What follows belongs to an exercise in optimizing a design on an open flow for small area; a production flow would make more cautious choices.
Function was checked by simulation only, so behaviour that the tests miss may differ from the original.
No activity file was given, so power comes from the tool's default toggle rates.

Setup of north:
==> flow/design.v (excerpt) <==
module motor_drive_level_regulator #(
  parameter int PWM_MID = 0,
  parameter int PWM_MAX = 1000
) (
  input  logic        clk,
  input  logic        rst_n,
  input  logic        in_tvalid,
  output logic        in_tready,
  input  logic [63:0] in_tdata,
  output logic        out_tvalid,
  input  logic        out_tready,
  output logic [23:0] out_tdata,
  input  logic        cfg_valid,
  output logic        cfg_ready,
  input  logic [2:0]  cfg_index,
  input  logic [13:0] cfg_data
);
==> flow/config.mk <==
export PLATFORM = sky130hd
export DESIGN_NAME = motor_drive_level_regulator
export DESIGN_NICKNAME = motor_drive_level_regulator
export VERILOG_FILES = /design/flow/design.v
export SDC_FILE = /design/flow/constraint.sdc
export NUM_CORES = 4
export LEC_CHECK = 0
export ABC_AREA = 1
export CAP_MARGIN = 20
export CORE_MARGIN = 2
export CORE_UTILIZATION = 40
export SLEW_MARGIN = 20
==> flow/constraint.sdc <==
create_clock -name core_clock -period 12.0 [get_ports {clk}]
set_input_delay 2.4000 -clock core_clock [delete_from_list [all_inputs] [get_ports {clk}]]
set_output_delay 2.4000 -clock core_clock [all_outputs]
set_load 0.01 [all_outputs]
standard.sh (not shown) runs the stock make flow with config.mk's settings and CLKGATE_MAP_FILE= SYNTH_SCRIPT=/design/flow/synth_recipe.tcl, a recipe that flattens the netlist after the stock synthesis.
==> flow/flow/run.sh <==
#!/bin/bash
# Own layout flow: the standard synthesis, then the combinational logic re-mapped with a
# stronger ABC area script (registers kept as they are), then the standard layout with
# the smallest buffer on the ports. Each tool's output goes to a log file of its own here.
set -euo pipefail
W=$PWD
R=$W/orfs/results/$FLOW_PLATFORM/motor_drive_level_regulator/base
YOSYS=$FLOW_HOME/../tools/install/yosys/bin/yosys
LIB=$FLOW_HOME/platforms/$FLOW_PLATFORM/lib/sky130_fd_sc_hd__tt_025C_1v80.lib

bash standard.sh synth > $W/flow_synth.log 2>&1
cp $R/1_2_yosys.v $W/std_netlist.v

sed -e "s#@LIB@#$LIB#g" -e "s#@IN@#$W/std_netlist.v#g" -e "s#@OUT@#$W/reabc_netlist.v#g" \
    -e "s#@ABC@#$W/flow/area.abc#g" -e "s#@STAT@#$W/reabc_stat.txt#g" \
    $W/flow/reabc.ys > $W/reabc_run.ys
$YOSYS -s $W/reabc_run.ys > $W/flow_reabc.log 2>&1

sed -e "s#@LIB@#$LIB#g" -e "s#@STD@#$W/std_netlist.v#g" -e "s#@NEW@#$W/reabc_netlist.v#g" \
    $W/flow/equiv.ys > $W/equiv_run.ys
# keep the standard netlist unless the re-mapped one is proven equal to it
if $YOSYS -s $W/equiv_run.ys > $W/flow_equiv.log 2>&1; then
  cp $W/reabc_netlist.v $R/1_2_yosys.v
else
  echo "re-mapped netlist not proven equal; keeping the standard one" >> $W/flow_equiv.log
fi
rm -f $R/1_synth.odb $R/1_synth.sdc
export BUFFER_PORTS_ARGS="-buffer_cell sky130_fd_sc_hd__buf_1"
if [[ -f $W/flow/cts_args.txt ]]; then
  export CTS_ARGS="$(cat $W/flow/cts_args.txt)"
fi
bash standard.sh > $W/flow_layout.log 2>&1
==> flow/flow/cts_args.txt <==
-sink_clustering_enable -repair_clock_nets -buf_list sky130_fd_sc_hd__clkbuf_8 -dont_use_dummy_load
==> flow/flow/reabc.ys <==
# Re-map the combinational logic of the standard netlist; registers stay as they are.
read_liberty -ignore_miss_func -ignore_miss_dir @LIB@
blackbox sky130_fd_sc_hd__df* sky130_fd_sc_hd__edf* sky130_fd_sc_hd__sdf* sky130_fd_sc_hd__sedf* sky130_fd_sc_hd__dl* sky130_fd_sc_hd__conb_1
read_verilog @IN@
hierarchy -top motor_drive_level_regulator
flatten
opt -purge
abc -liberty @LIB@ -dont_use sky130_fd_sc_hd__lpflow_bleeder_1 -dont_use sky130_fd_sc_hd__lpflow_clkbufkapwr_1 -dont_use sky130_fd_sc_hd__lpflow_clkbufkapwr_16 -dont_use sky130_fd_sc_hd__lpflow_clkbufkapwr_2 -dont_use sky130_fd_sc_hd__lpflow_clkbufkapwr_4 -dont_use sky130_fd_sc_hd__lpflow_clkbufkapwr_8 -dont_use sky130_fd_sc_hd__lpflow_clkinvkapwr_1 -dont_use sky130_fd_sc_hd__lpflow_clkinvkapwr_16 -dont_use sky130_fd_sc_hd__lpflow_clkinvkapwr_2 -dont_use sky130_fd_sc_hd__lpflow_clkinvkapwr_4 -dont_use sky130_fd_sc_hd__lpflow_clkinvkapwr_8 -dont_use sky130_fd_sc_hd__lpflow_decapkapwr_12 -dont_use sky130_fd_sc_hd__lpflow_decapkapwr_3 -dont_use sky130_fd_sc_hd__lpflow_decapkapwr_4 -dont_use sky130_fd_sc_hd__lpflow_decapkapwr_6 -dont_use sky130_fd_sc_hd__lpflow_decapkapwr_8 -dont_use sky130_fd_sc_hd__lpflow_inputiso0n_1 -dont_use sky130_fd_sc_hd__lpflow_inputiso0p_1 -dont_use sky130_fd_sc_hd__lpflow_inputiso1n_1 -dont_use sky130_fd_sc_hd__lpflow_inputiso1p_1 -dont_use sky130_fd_sc_hd__lpflow_inputisolatch_1 -dont_use sky130_fd_sc_hd__lpflow_isobufsrc_1 -dont_use sky130_fd_sc_hd__lpflow_isobufsrc_16 -dont_use sky130_fd_sc_hd__lpflow_isobufsrc_2 -dont_use sky130_fd_sc_hd__lpflow_isobufsrc_4 -dont_use sky130_fd_sc_hd__lpflow_isobufsrc_8 -dont_use sky130_fd_sc_hd__lpflow_isobufsrckapwr_16 -dont_use sky130_fd_sc_hd__lpflow_lsbuf_lh_hl_isowell_tap_1 -dont_use sky130_fd_sc_hd__lpflow_lsbuf_lh_hl_isowell_tap_2 -dont_use sky130_fd_sc_hd__lpflow_lsbuf_lh_hl_isowell_tap_4 -dont_use sky130_fd_sc_hd__lpflow_lsbuf_lh_isowell_4 -dont_use sky130_fd_sc_hd__lpflow_lsbuf_lh_isowell_tap_1 -dont_use sky130_fd_sc_hd__lpflow_lsbuf_lh_isowell_tap_2 -dont_use sky130_fd_sc_hd__lpflow_lsbuf_lh_isowell_tap_4 -dont_use sky130_fd_sc_hd__probe_p_8 -dont_use sky130_fd_sc_hd__probec_p_8  -dont_use sky130_fd_sc_hd__fa_* -dont_use sky130_fd_sc_hd__ha_* -dont_use sky130_fd_sc_hd__fah* -script @ABC@
opt_clean -purge
hilomap -singleton -hicell sky130_fd_sc_hd__conb_1 HI -locell sky130_fd_sc_hd__conb_1 LO
splitnets
opt_clean -purge
tee -o @STAT@ stat -liberty @LIB@
write_verilog -noattr -nohex -nodec @OUT@
Other scripts of this flow, unchanged in this note and not shown: flow/flow/area.abc, flow/flow/equiv.ys
No stage failed in north, and the final checks on the layout all came back clean.
For south, these inputs were changed with respect to north:
==> flow/flow/cts_args.txt <==
-sink_clustering_enable -repair_clock_nets -buf_list sky130_fd_sc_hd__clkbuf_16 -sink_clustering_size 50 -sink_clustering_max_diameter 300 -dont_use_dummy_load
diff --git a/flow/flow/reabc.ys b/flow/flow/reabc.ys
--- a/flow/flow/reabc.ys
+++ b/flow/flow/reabc.ys
@@ -2,3 +2,3 @@
 read_liberty -ignore_miss_func -ignore_miss_dir @LIB@
-blackbox sky130_fd_sc_hd__df* sky130_fd_sc_hd__edf* sky130_fd_sc_hd__sdf* sky130_fd_sc_hd__sedf* sky130_fd_sc_hd__dl* sky130_fd_sc_hd__conb_1
+blackbox sky130_fd_sc_hd__df* sky130_fd_sc_hd__edf* sky130_fd_sc_hd__sdf* sky130_fd_sc_hd__sedf* sky130_fd_sc_hd__dl* sky130_fd_sc_hd__conb_1 sky130_fd_sc_hd__fa_1 sky130_fd_sc_hd__ha_1
 read_verilog @IN@
Findings:
- south vs north — multi-input logic area dropped by a few percent
- Number of multi-input combinational cells (north / south): 1.2
- Summary of south over north: non-clock buffer instance count of the final layout went up about 0.9%; depth of the worst register-to-register path now sits lower; synthesized area has decreased.
- Re first-iteration DRC count: south is about 30% down on north.
- Summary of the comparison: synthesized area divided by synthesized cell count is higher in south, relative to north.
- Looking at north and south, the global-route usage over all layers is a wash.
- south vs north: worst-case vdd ir drop up in south
--- input diff south..east ---
==> flow/flow/cts_args.txt <==
-sink_clustering_enable -repair_clock_nets -buf_list {sky130_fd_sc_hd__clkbuf_4 sky130_fd_sc_hd__clkbuf_8} -sink_clustering_size 10 -dont_use_dummy_load
diff --git a/flow/flow/reabc.ys b/flow/flow/reabc.ys
--- a/flow/flow/reabc.ys
+++ b/flow/flow/reabc.ys
@@ -2,3 +2,3 @@
 read_liberty -ignore_miss_func -ignore_miss_dir @LIB@
-blackbox sky130_fd_sc_hd__df* sky130_fd_sc_hd__edf* sky130_fd_sc_hd__sdf* sky130_fd_sc_hd__sedf* sky130_fd_sc_hd__dl* sky130_fd_sc_hd__conb_1 sky130_fd_sc_hd__fa_1 sky130_fd_sc_hd__ha_1
+blackbox sky130_fd_sc_hd__df* sky130_fd_sc_hd__edf* sky130_fd_sc_hd__sdf* sky130_fd_sc_hd__sedf* sky130_fd_sc_hd__dl* sky130_fd_sc_hd__conb_1
 read_verilog @IN@
## What came out
Of east and south, it is east that has the higher aggregate routed wire length.
Re max-slew violation total from the final report: no difference whatsoever between east and south.
Between east and south, the difference in power dissipated in sequential cells is negligible.
Sort east and south by clock-cell share of area, ascending, and east comes first.

## re-timing with driven ports
Ports are ideal in the flow. The routed layouts listed here were re-timed in OpenROAD. Step 1 assumes that a clkbuf_16 drives the clock port and a buf_2 every other input. Step 2, shift: input delay + t, output delay - t, t = (earliest + latest rising clock arrival at the registers) / 2. This alone moves slack from input paths to output paths. Slacks: no drivers / after step 1 / after step 2; pairs: no drivers / after step 1.
run | t (ns) | setup slack, ns | worst setup path at the end
north | 0.401 | 4.772 / 4.788 / 4.387 | input to register
south | 0.369 | 2.329 / 2.348 / 1.979 | input to register
east | 0.401 | 4.772 / 4.788 / 4.387 | input to register
After both steps every run listed still meets setup and hold.
